From an optimization exercise on the open Yosys and OpenROAD flow, aimed at small area and a short achievable clock period; shortcuts taken in it are not production practice.
The RTL was checked by simulation tests, not by an equivalence proof against the original design.
Power figures rest on the tool's default switching activity, not on a simulated workload.

==> inputs of 10-03 <==
==> flow/design.v <==
`timescale 1ns/1ps
module core_pipe (
    input  logic                  clock,
    input  logic                  reset,
    input  logic [31:0]           inst,
    input  logic [64-1:0] pc,
    input  logic                  hold,
    output logic                  wb_write_enable,
    output logic [4:0]            wb_regnum,
    output logic [64-1:0] wb_data,
    output logic                  redirect,
    output logic [64-1:0] redirect_pc,
    output logic                  reserved_inst,
    output logic                  overflow
);
    localparam int XL = 64;
    typedef struct packed {
        logic       we;         
        logic       rsv;        
        logic       ovf_chk;    
        logic       sub;        
        logic       sel_sum;
        logic       sel_lui;
        logic       sel_and;
        logic       sel_or;
        logic       sel_xor;
        logic       sel_slt;
        logic       sel_sltu;
        logic       sel_lt;     
        logic       sel_oth;    
        logic       beq;
        logic       bne;
        logic       bc;
        logic       rdb;        
        logic [4:0] dest;
    } dec_t;
    logic            f_valid;
    dec_t            f_dec;
    logic [25:0]     f_off;           
    logic [XL-1:0]   f_pc;
    logic [XL-1:0]   oa0, oa1, ob0, ob1;
    logic [XL-1:0]   op_a, op_b;
    logic            fwd_as, fwd_a0, fwd_bs, fwd_b0;
    logic [XL-1:0]   d_sum;
    logic [XL-1:0]   d_oth;           
    logic            d_sel_sum;
    logic            d_sel_lt;
    logic            d_ovf_f;         
    logic [4:0]      d_rd;
    logic            d_we_nz;         
    logic            d_we_any;        
    logic            d_rsv, d_ovf, d_taken;
    logic [XL-1:0]   d_res;
    logic            d_wr;            
    logic [XL-1:0]   w_res;
    logic [4:0]      w_rd;
    logic            w_we, w_rsv, w_ovf;
    logic [31:1][XL-1:0] rf;
    logic [31:1]     rf_valid;
    logic [XL-1:0]   lres;            
    logic [XL-1:0]   a, b;            
    logic            go;              
    logic            wr_nz;           
    always_comb begin
        d_res    = d_sel_sum ? d_sum : d_oth;
        d_res[0] = (d_sel_sum || d_sel_lt) ? d_sum[0] : d_oth[0];
    end
    assign d_wr  = d_we_nz && !d_ovf;
    dec_t          i_dec;
    logic [5:0]    i_op, i_fn;
    logic          i_sp;
    logic [XL-1:0] i_immval;
    logic [31:1]   sel_a, sel_b;
    logic          byp_a, byp_b;
    logic [XL-1:0] rf_a0, rf_a1, rf_b0, rf_b1;
    always_comb begin
        i_op = inst[31:26];
        i_fn = inst[5:0];
        i_sp = (i_op == 6'h00);
        i_dec.sel_sum  = (i_sp && (i_fn == 6'h2c || i_fn == 6'h2d || i_fn == 6'h2e || i_fn == 6'h2f)) ||
                         i_op == 6'h19;
        i_dec.sel_lui  = (i_op == 6'h0f);
        i_dec.sel_and  = (i_sp && i_fn == 6'h24) || i_op == 6'h0c;
        i_dec.sel_or   = (i_sp && i_fn == 6'h25) || i_op == 6'h0d;
        i_dec.sel_xor  = (i_sp && i_fn == 6'h26) || i_op == 6'h0e;
        i_dec.sel_slt  = (i_sp && i_fn == 6'h2a) || i_op == 6'h0a;
        i_dec.sel_sltu = (i_sp && i_fn == 6'h2b);
        i_dec.sel_lt   = i_dec.sel_slt || i_dec.sel_sltu;
        i_dec.sel_oth  = i_dec.sel_and || i_dec.sel_or || i_dec.sel_xor || i_dec.sel_lui;
        i_dec.beq      = (i_op == 6'h04);
        i_dec.bne      = (i_op == 6'h05);
        i_dec.bc       = (i_op == 6'h32);
        i_dec.we       = i_dec.sel_sum || i_dec.sel_lui || i_dec.sel_and || i_dec.sel_or || i_dec.sel_xor ||
                         i_dec.sel_slt || i_dec.sel_sltu;
        i_dec.rsv      = !(i_dec.we || i_dec.beq || i_dec.bne || i_dec.bc) && (inst != 32'h0);
        i_dec.ovf_chk  = i_sp && (i_fn == 6'h2c || i_fn == 6'h2e);
        i_dec.sub      = (i_sp && (i_fn == 6'h2e || i_fn == 6'h2f || i_fn == 6'h2a || i_fn == 6'h2b)) ||
                         i_op == 6'h0a || i_op == 6'h04 || i_op == 6'h05;
        i_dec.rdb      = i_sp || i_op == 6'h04 || i_op == 6'h05;
        i_dec.dest     = i_sp ? inst[15:11] : inst[20:16];
    end
    assign i_immval = (inst[31:26] == 6'h0f) ? {{(XL-32){inst[15]}}, inst[15:0], 16'h0000}
                    : (inst[31:26] == 6'h19 || inst[31:26] == 6'h0a) ? {{(XL-16){inst[15]}}, inst[15:0]}
                    : {{(XL-16){1'b0}}, inst[15:0]};
    assign byp_a = d_wr && (d_rd == inst[25:21]);
    assign byp_b = d_wr && (d_rd == inst[20:16]);
    always_comb begin
        for (int i = 1; i < 32; i++) begin
            sel_a[i] = (inst[25:21] == 5'(i)) && rf_valid[i];
            sel_b[i] = (inst[20:16] == 5'(i)) && rf_valid[i];
        end
    end
    always_comb begin
        rf_a0 = '0;
        rf_b0 = '0;
        rf_a1 = '0;
        rf_b1 = '0;
        for (int i = 1; i < 16; i++) begin
            rf_a0 = rf_a0 | (rf[i] & {XL{sel_a[i]}});
            rf_b0 = rf_b0 | (rf[i] & {XL{sel_b[i]}});
        end
        for (int i = 16; i < 32; i++) begin
            rf_a1 = rf_a1 | (rf[i] & {XL{sel_a[i]}});
            rf_b1 = rf_b1 | (rf[i] & {XL{sel_b[i]}});
        end
    end
    logic          fo_a, fo_b;
    assign fo_a = go && wr_nz && (f_dec.sel_oth || f_dec.sel_lt) && (f_dec.dest == inst[25:21]);
    assign fo_b = go && wr_nz && (f_dec.sel_oth || f_dec.sel_lt) && (f_dec.dest == inst[20:16]);
    logic          ra, rb;
    logic [XL-1:0] early_a, early_b;
    assign ra = !hold && !fo_a && !byp_a;
    assign rb = !hold && !fo_b && !byp_b && i_dec.rdb;
    assign early_a = ({XL{hold}} & a)
                   | ({XL{!hold && fo_a}} & lres)
                   | ({XL{!hold && !fo_a && byp_a}} & d_res);
    assign early_b = ({XL{hold}} & (b ^ {XL{f_dec.sub}}))
                   | ({XL{!hold && i_dec.rdb && fo_b}} & lres)
                   | ({XL{!hold && i_dec.rdb && !fo_b && byp_b}} & d_res)
                   | ({XL{!hold && !i_dec.rdb}} & i_immval);
    logic [XL-1:0] sum;
    logic          cout;
    logic          ovf_raw, eq, slt_s;
    logic [XL-1:0] br_off;
    logic          sa_s, sa_0, sb_s, sb_0;
    assign op_a = oa0 | oa1;
    assign op_b = (ob0 | ob1) ^ {XL{f_dec.sub}};
    assign sa_s = fwd_as && !d_ovf_f;
    assign sa_0 = fwd_a0 && !d_ovf_f;
    assign sb_s = fwd_bs && !d_ovf_f;
    assign sb_0 = fwd_b0 && !d_ovf_f;
    always_comb begin
        a    = sa_s ? d_sum : op_a;
        a[0] = sa_0 ? d_sum[0] : op_a[0];
        b    = sb_s ? (d_sum ^ {XL{f_dec.sub}}) : op_b;
        b[0] = sb_0 ? (d_sum[0] ^ f_dec.sub) : op_b[0];
    end
    logic [XL-1:0] g0, p0, x0;
    logic [XL+1:0] sum_x;
    assign g0 = a & b;
    assign p0 = a | b;
    assign x0 = a ^ b;
    assign sum_x = {1'b0, a, 1'b1} + {1'b0, b, f_dec.sub};
    assign sum  = sum_x[XL:1];
    assign cout = sum_x[XL+1];
    assign ovf_raw = (a[XL-1] == b[XL-1]) && (sum[XL-1] != a[XL-1]);
    assign slt_s   = (a[XL-1] == b[XL-1]) ? a[XL-1] : sum[XL-1];
    assign eq      = &x0;             
    assign br_off = f_dec.bc ? {{(XL-28){f_off[25]}}, f_off[25:0], 2'b00}
                             : {{(XL-18){f_off[15]}}, f_off[15:0], 2'b00};
    assign lres = ({XL{f_dec.sel_and}} & g0)
               | ({XL{f_dec.sel_or}}  & p0)
               | ({XL{f_dec.sel_xor}} & x0)
               | ({XL{f_dec.sel_lui}} & b);
    assign go    = f_valid && !hold && !redirect;
    assign wr_nz = f_dec.we && (f_dec.dest != 5'd0);
    always_ff @(posedge clock, posedge reset) begin
        if (reset) begin
            f_valid <= 1'b0;
        end else if (redirect) begin
            f_valid <= 1'b0;
        end else if (!hold) begin
            f_valid <= 1'b1;
        end
    end
    always_ff @(posedge clock) begin
        if (!hold) begin
            f_dec <= i_dec;
            f_off <= inst[25:0];
            f_pc  <= pc;
        end
        oa0    <= early_a | ({XL{ra}} & rf_a0);    
        oa1    <= {XL{ra}} & rf_a1;
        ob0    <= early_b | ({XL{rb}} & rf_b0);
        ob1    <= {XL{rb}} & rf_b1;
        fwd_as <= go && wr_nz && f_dec.sel_sum && (f_dec.dest == inst[25:21]);
        fwd_a0 <= go && wr_nz && (f_dec.sel_sum || f_dec.sel_lt) && (f_dec.dest == inst[25:21]);
        fwd_bs <= go && wr_nz && f_dec.sel_sum && (f_dec.dest == inst[20:16]) && i_dec.rdb;
        fwd_b0 <= go && wr_nz && (f_dec.sel_sum || f_dec.sel_lt) && (f_dec.dest == inst[20:16]) && i_dec.rdb;
    end
    always_ff @(posedge clock, posedge reset) begin
        if (reset) begin
            d_we_any <= 1'b0;
            d_we_nz  <= 1'b0;
            d_rsv    <= 1'b0;
            d_ovf    <= 1'b0;
            d_taken  <= 1'b0;
        end else begin
            d_we_any <= go && f_dec.we;
            d_we_nz  <= go && wr_nz;
            d_rsv    <= go && f_dec.rsv;
            d_ovf    <= go && f_dec.ovf_chk && ovf_raw;
            d_taken  <= go && (f_dec.bc || (f_dec.beq && eq) || (f_dec.bne && !eq));
        end
    end
    always_ff @(posedge clock) begin
        d_sum     <= sum;                
        d_oth     <= lres | ({XL{f_dec.beq || f_dec.bne || f_dec.bc}} & (f_pc + br_off));
        d_sel_sum <= f_dec.sel_sum;
        d_sum[0]  <= f_dec.sel_slt ? slt_s : f_dec.sel_sltu ? !cout : sum[0];
        d_sel_lt  <= f_dec.sel_lt;
        d_ovf_f   <= go && f_dec.ovf_chk && ovf_raw;
        d_rd      <= f_dec.dest;
    end
    always_ff @(posedge clock, posedge reset) begin
        if (reset) begin
            w_we  <= 1'b0;
            w_rsv <= 1'b0;
            w_ovf <= 1'b0;
        end else begin
            w_we  <= d_we_any && !d_ovf;
            w_rsv <= d_rsv;
            w_ovf <= d_ovf;
        end
    end
    always_ff @(posedge clock) begin
        w_res <= d_res;
        w_rd  <= d_rd;
    end
    always_ff @(posedge clock, posedge reset) begin
        if (reset) begin
            rf_valid <= '0;
        end else begin
            for (int i = 1; i < 32; i++) begin
                if (d_wr && d_rd == 5'(i)) rf_valid[i] <= 1'b1;
            end
        end
    end
    always_ff @(posedge clock) begin
        for (int i = 1; i < 32; i++) begin
            if (d_wr && d_rd == 5'(i)) rf[i] <= d_res;
        end
    end
    assign wb_write_enable = w_we;
    assign wb_regnum       = w_rd;
    assign wb_data         = w_res;
    assign reserved_inst   = w_rsv;
    assign overflow        = w_ovf;
    assign redirect        = d_taken;
    assign redirect_pc     = d_oth;
endmodule
==> flow/flow/run.sh <==
#!/bin/bash
# The standard layout (standard.sh) with the standard synthesis, and these changes:
# - the clock tree uses clkbuf_8 and no dummy loads;
# - the port buffers are buf_2 (the repair resizes them where timing needs it).
# Each step's output goes to a log here; ORFS's own logs stay under orfs/logs.
set -euo pipefail
bash standard.sh synth > synth.log 2>&1
bash standard.sh SETUP_SLACK_MARGIN=7.5 \
  "CTS_ARGS=-sink_clustering_enable -repair_clock_nets -dont_use_dummy_load -buf_list sky130_fd_sc_hd__clkbuf_8" \
  "BUFFER_PORTS_ARGS=-buffer_cell sky130_fd_sc_hd__buf_2" \
  finish > layout.log 2>&1
==> flow/standard.sh <==
#!/bin/bash
# synth_recipe.tcl (not shown) runs the flow's synth.tcl, then flattens the netlist and writes it again
# the make line also repeats each setting of config.mk as NAME=value (left out here)
make -C /OpenROAD-flow-scripts/flow DESIGN_CONFIG=/design/flow/config.mk WORK_HOME=/design/flow/orfs CLKGATE_MAP_FILE= SYNTH_SCRIPT=/design/flow/synth_recipe.tcl "${@:-finish}"
==> flow/config.mk <==
export PLATFORM = sky130hd
export DESIGN_NAME = core_pipe
export DESIGN_NICKNAME = core_pipe
export VERILOG_FILES = /design/flow/design.v
export SDC_FILE = /design/flow/constraint.sdc
export NUM_CORES = 8
export LEC_CHECK = 0
export CAP_MARGIN = 20
export CORE_MARGIN = 2
export CORE_UTILIZATION = 35
export SLEW_MARGIN = 20
export TNS_END_PERCENT = 10
==> flow/constraint.sdc <==
create_clock -name core_clock -period 11.5 [get_ports {clock}]
set_input_delay 2.3000 -clock core_clock [delete_from_list [all_inputs] [get_ports {clock}]]
set_output_delay 2.3000 -clock core_clock [all_outputs]
set_load 0.01 [all_outputs]
==> inputs of 04-16, as changes to 10-03 <==
--- a/flow/design.v
+++ b/flow/design.v
@@ -37,10 +37,12 @@
     logic            f_valid;
     dec_t            f_dec;
     logic [25:0]     f_off;           
-    logic [XL-1:0]   f_pc;
+    logic [XL-1:0]   f_pc;            
+    logic [26:0]     f_tlo;           
     logic [XL-1:0]   oa0, oa1, ob0, ob1;
     logic [XL-1:0]   op_a, op_b;
     logic            fwd_as, fwd_a0, fwd_bs, fwd_b0;
+    logic            f_sub_fwd;
     logic [XL-1:0]   d_sum;
     logic [XL-1:0]   d_oth;           
     logic            d_sel_sum;
@@ -52,6 +54,7 @@
     logic            d_rsv, d_ovf, d_taken;
     logic [XL-1:0]   d_res;
     logic            d_wr;            
+    logic [31:1]     d_row;           
     logic [XL-1:0]   w_res;
     logic [4:0]      w_rd;
     logic            w_we, w_rsv, w_ovf;
@@ -65,7 +68,7 @@
         d_res    = d_sel_sum ? d_sum : d_oth;
         d_res[0] = (d_sel_sum || d_sel_lt) ? d_sum[0] : d_oth[0];
     end
-    assign d_wr  = d_we_nz && !d_ovf;
+    assign d_wr  = d_we_nz && !d_ovf_f;
     dec_t          i_dec;
     logic [5:0]    i_op, i_fn;
     logic          i_sp;
@@ -134,26 +137,28 @@
     assign early_a = ({XL{hold}} & a)
                    | ({XL{!hold && fo_a}} & lres)
                    | ({XL{!hold && !fo_a && byp_a}} & d_res);
-    assign early_b = ({XL{hold}} & (b ^ {XL{f_dec.sub}}))
-                   | ({XL{!hold && i_dec.rdb && fo_b}} & lres)
-                   | ({XL{!hold && i_dec.rdb && !fo_b && byp_b}} & d_res)
-                   | ({XL{!hold && !i_dec.rdb}} & i_immval);
+    assign early_b = ({XL{hold}} & b)
+                   | ({XL{!hold && i_dec.rdb && fo_b}} & (lres ^ {XL{i_dec.sub}}))
+                   | ({XL{!hold && i_dec.rdb && !fo_b && byp_b}} & (d_res ^ {XL{i_dec.sub}}))
+                   | ({XL{!hold && !i_dec.rdb}} & (i_immval ^ {XL{i_dec.sub}}));
     logic [XL-1:0] sum;
     logic          cout;
     logic          ovf_raw, eq, slt_s;
-    logic [XL-1:0] br_off;
+    logic [XL-1:0] br_off;            
     logic          sa_s, sa_0, sb_s, sb_0;
+    logic [XL-1:0] d_sum_b;           
     assign op_a = oa0 | oa1;
-    assign op_b = (ob0 | ob1) ^ {XL{f_dec.sub}};
+    assign op_b = ob0 | ob1;
     assign sa_s = fwd_as && !d_ovf_f;
     assign sa_0 = fwd_a0 && !d_ovf_f;
     assign sb_s = fwd_bs && !d_ovf_f;
     assign sb_0 = fwd_b0 && !d_ovf_f;
+    assign d_sum_b = d_sum ^ {XL{f_sub_fwd}};
     always_comb begin
         a    = sa_s ? d_sum : op_a;
         a[0] = sa_0 ? d_sum[0] : op_a[0];
-        b    = sb_s ? (d_sum ^ {XL{f_dec.sub}}) : op_b;
-        b[0] = sb_0 ? (d_sum[0] ^ f_dec.sub) : op_b[0];
+        b    = sb_s ? d_sum_b : op_b;
+        b[0] = sb_0 ? d_sum_b[0] : op_b[0];
     end
     logic [XL-1:0] g0, p0, x0;
     logic [XL+1:0] sum_x;
@@ -166,8 +171,36 @@
     assign ovf_raw = (a[XL-1] == b[XL-1]) && (sum[XL-1] != a[XL-1]);
     assign slt_s   = (a[XL-1] == b[XL-1]) ? a[XL-1] : sum[XL-1];
     assign eq      = &x0;             
-    assign br_off = f_dec.bc ? {{(XL-28){f_off[25]}}, f_off[25:0], 2'b00}
-                             : {{(XL-18){f_off[15]}}, f_off[15:0], 2'b00};
+    logic          tg_sgn, tg_inc, tg_dec;
+    logic [XL-1:28] tg_hi, pc_ones, pc_zeros;
+    assign tg_sgn = f_dec.bc ? f_off[25] : f_off[15];
+    assign tg_inc = f_tlo[26] && !tg_sgn;
+    assign tg_dec = !f_tlo[26] && tg_sgn;
+    logic [XL-1:28] po [7];
+    logic [XL-1:28] pz [7];
+    always_comb begin
+        po[0][28] = 1'b1;
+        pz[0][28] = 1'b1;
+        for (int i = 29; i < XL; i++) begin
+            po[0][i] = f_pc[i-1];
+            pz[0][i] = !f_pc[i-1];
+        end
+        for (int l = 1; l < 7; l++) begin
+            for (int i = 28; i < XL; i++) begin
+                if (i - 28 >= (1 << (l - 1))) begin
+                    po[l][i] = po[l-1][i] && po[l-1][i - (1 << (l - 1))];
+                    pz[l][i] = pz[l-1][i] && pz[l-1][i - (1 << (l - 1))];
+                end else begin
+                    po[l][i] = po[l-1][i];
+                    pz[l][i] = pz[l-1][i];
+                end
+            end
+        end
+        pc_ones  = po[6];
+        pc_zeros = pz[6];
+        tg_hi = f_pc[XL-1:28] ^ (({(XL-28){tg_inc}} & pc_ones) | ({(XL-28){tg_dec}} & pc_zeros));
+    end
+    assign br_off = {tg_hi, f_tlo[25:0], f_pc[1:0]};    
     assign lres = ({XL{f_dec.sel_and}} & g0)
                | ({XL{f_dec.sel_or}}  & p0)
                | ({XL{f_dec.sel_xor}} & x0)
@@ -188,15 +221,18 @@
             f_dec <= i_dec;
             f_off <= inst[25:0];
             f_pc  <= pc;
+            f_tlo <= {1'b0, pc[27:2]}
+                   + {1'b0, (inst[31:26] == 6'h32) ? inst[25:0] : {{10{inst[15]}}, inst[15:0]}};
         end
         oa0    <= early_a | ({XL{ra}} & rf_a0);    
         oa1    <= {XL{ra}} & rf_a1;
-        ob0    <= early_b | ({XL{rb}} & rf_b0);
-        ob1    <= {XL{rb}} & rf_b1;
+        ob0    <= early_b | ({XL{rb && !inst[20]}} & (rf_b0 ^ {XL{i_dec.sub}}));
+        ob1    <= {XL{rb && inst[20]}} & (rf_b1 ^ {XL{i_dec.sub}});
         fwd_as <= go && wr_nz && f_dec.sel_sum && (f_dec.dest == inst[25:21]);
         fwd_a0 <= go && wr_nz && (f_dec.sel_sum || f_dec.sel_lt) && (f_dec.dest == inst[25:21]);
         fwd_bs <= go && wr_nz && f_dec.sel_sum && (f_dec.dest == inst[20:16]) && i_dec.rdb;
         fwd_b0 <= go && wr_nz && (f_dec.sel_sum || f_dec.sel_lt) && (f_dec.dest == inst[20:16]) && i_dec.rdb;
+        f_sub_fwd <= i_dec.sub;
     end
     always_ff @(posedge clock, posedge reset) begin
         if (reset) begin
@@ -215,12 +251,13 @@
     end
     always_ff @(posedge clock) begin
         d_sum     <= sum;                
-        d_oth     <= lres | ({XL{f_dec.beq || f_dec.bne || f_dec.bc}} & (f_pc + br_off));
+        d_oth     <= lres | ({XL{f_dec.beq || f_dec.bne || f_dec.bc}} & br_off);
         d_sel_sum <= f_dec.sel_sum;
         d_sum[0]  <= f_dec.sel_slt ? slt_s : f_dec.sel_sltu ? !cout : sum[0];
         d_sel_lt  <= f_dec.sel_lt;
         d_ovf_f   <= go && f_dec.ovf_chk && ovf_raw;
         d_rd      <= f_dec.dest;
+        for (int i = 1; i < 32; i++) d_row[i] <= (f_dec.dest == 5'(i));
     end
     always_ff @(posedge clock, posedge reset) begin
         if (reset) begin
@@ -242,13 +279,13 @@
             rf_valid <= '0;
         end else begin
             for (int i = 1; i < 32; i++) begin
-                if (d_wr && d_rd == 5'(i)) rf_valid[i] <= 1'b1;
+                if (d_wr && d_row[i]) rf_valid[i] <= 1'b1;
             end
         end
     end
     always_ff @(posedge clock) begin
         for (int i = 1; i < 32; i++) begin
-            if (d_wr && d_rd == 5'(i)) rf[i] <= d_res;
+            if (d_wr && d_row[i]) rf[i] <= d_res;
         end
     end
     assign wb_write_enable = w_we;
==> flow/flow/run.sh (replaced) <==
#!/bin/bash
# The standard layout (standard.sh) with the standard synthesis, and these changes:
# - the clock tree uses clkbuf_8, sink clusters of up to 12 within 60 um, and no dummy loads;
# - the port buffers are buf_4 (the repair resizes them where timing needs it).
# Each step's output goes to a log here; ORFS's own logs stay under orfs/logs.
set -euo pipefail
bash standard.sh synth > synth.log 2>&1
bash standard.sh SETUP_SLACK_MARGIN=7.6 \
  "CTS_ARGS=-sink_clustering_enable -repair_clock_nets -dont_use_dummy_load -buf_list sky130_fd_sc_hd__clkbuf_8 -sink_clustering_size 12 -sink_clustering_max_diameter 60" \
  "BUFFER_PORTS_ARGS=-buffer_cell sky130_fd_sc_hd__buf_4" \
  finish > layout.log 2>&1
CORE_UTILIZATION = 50   (was 35)
TNS_END_PERCENT = 100   (was 10)
==> comparison <==
- Against 10-03, the combinational power of 04-16 is lower by 17%.
- Clock power: 10-03 is higher than 04-16 (24%).
- Between 04-16 and 10-03, the lower non-clock buffer count is in 10-03 (gap 202).
- Between 10-03 and 04-16, the lower power is in 04-16 (gap 12%, measured against 04-16).
- Of 10-03 and 04-16, 04-16 has the higher global-route usage (gap 15 points).
- In 10-03 the sequential power is larger than in 04-16, by about 4%.
- Of 10-03 and 04-16, 10-03 has the higher clock skew (gap 0.080 ns).
==> figures <==
Std cell rows: 10-03 208; 04-16 174
Non-clk bufs: 10-03 597; 04-16 799
Total CTS buffers: 10-03 424; 04-16 282
P per Cell Area: 10-03 171.3 nW/um2; 04-16 150.3 nW/um2
Average instance area after synthesis: 10-03 13.13 um2; 04-16 13.06 um2
Combined area of the multi-input logic cells: 10-03 38510 um2; 04-16 41240 um2
Area after detailed placement: 10-03 118600 um2; 04-16 120000 um2
Total sequential power: 10-03 11700 uW; 04-16 11300 uW
Wire length on met3: 10-03 104600 um; 04-16 94080 um
Run status: 10-03 timing/DRC/antenna clean; 04-16 timing/DRC/antenna clean
Highest Clock Rate: 10-03 0.2135 GHz; 04-16 0.2412 GHz
Fin util: 10-03 40.19%; 04-16 58.42%
Switching power: 10-03 6723 uW; 04-16 5710 uW
Number of stages on the worst setup path: 10-03 9; 04-16 8
Power dissipated in the clock network: 10-03 6730 uW; 04-16 5410 uW
Sink Count: 10-03 2600; 04-16 2609

==> separate check: timing with driven ports <==
Ports are ideal in the flow. The routed layouts listed here were re-timed in OpenROAD. Step 1, drivers: a clkbuf_16 drives clock and a buf_2 each remaining input, both assumed. Step 2 times the ports against the registers' clock, not the clock port: input delays grow and output delays shrink by t, the midpoint of the rising clock arrivals with the driver on. a / b / c = ideal ports / drivers / drivers and shift; a / b = the first two.
run | shift t [ns] | slack for setup (ns) | worst register clock-pin slew, ns | cell pins on the clock port's net
10-03 | 1.222 | 6.816 / 6.883 / 5.679 | 0.07 / 0.07 | 1
04-16 | 1.163 | 7.353 / 7.424 / 6.265 | 0.09 / 0.09 | 1
After both steps setup and hold are still met in every run listed. For 10-03, which loses most, drivers alone change the setup slack by +0.067 ns; drivers and shift together by -1.137 ns.
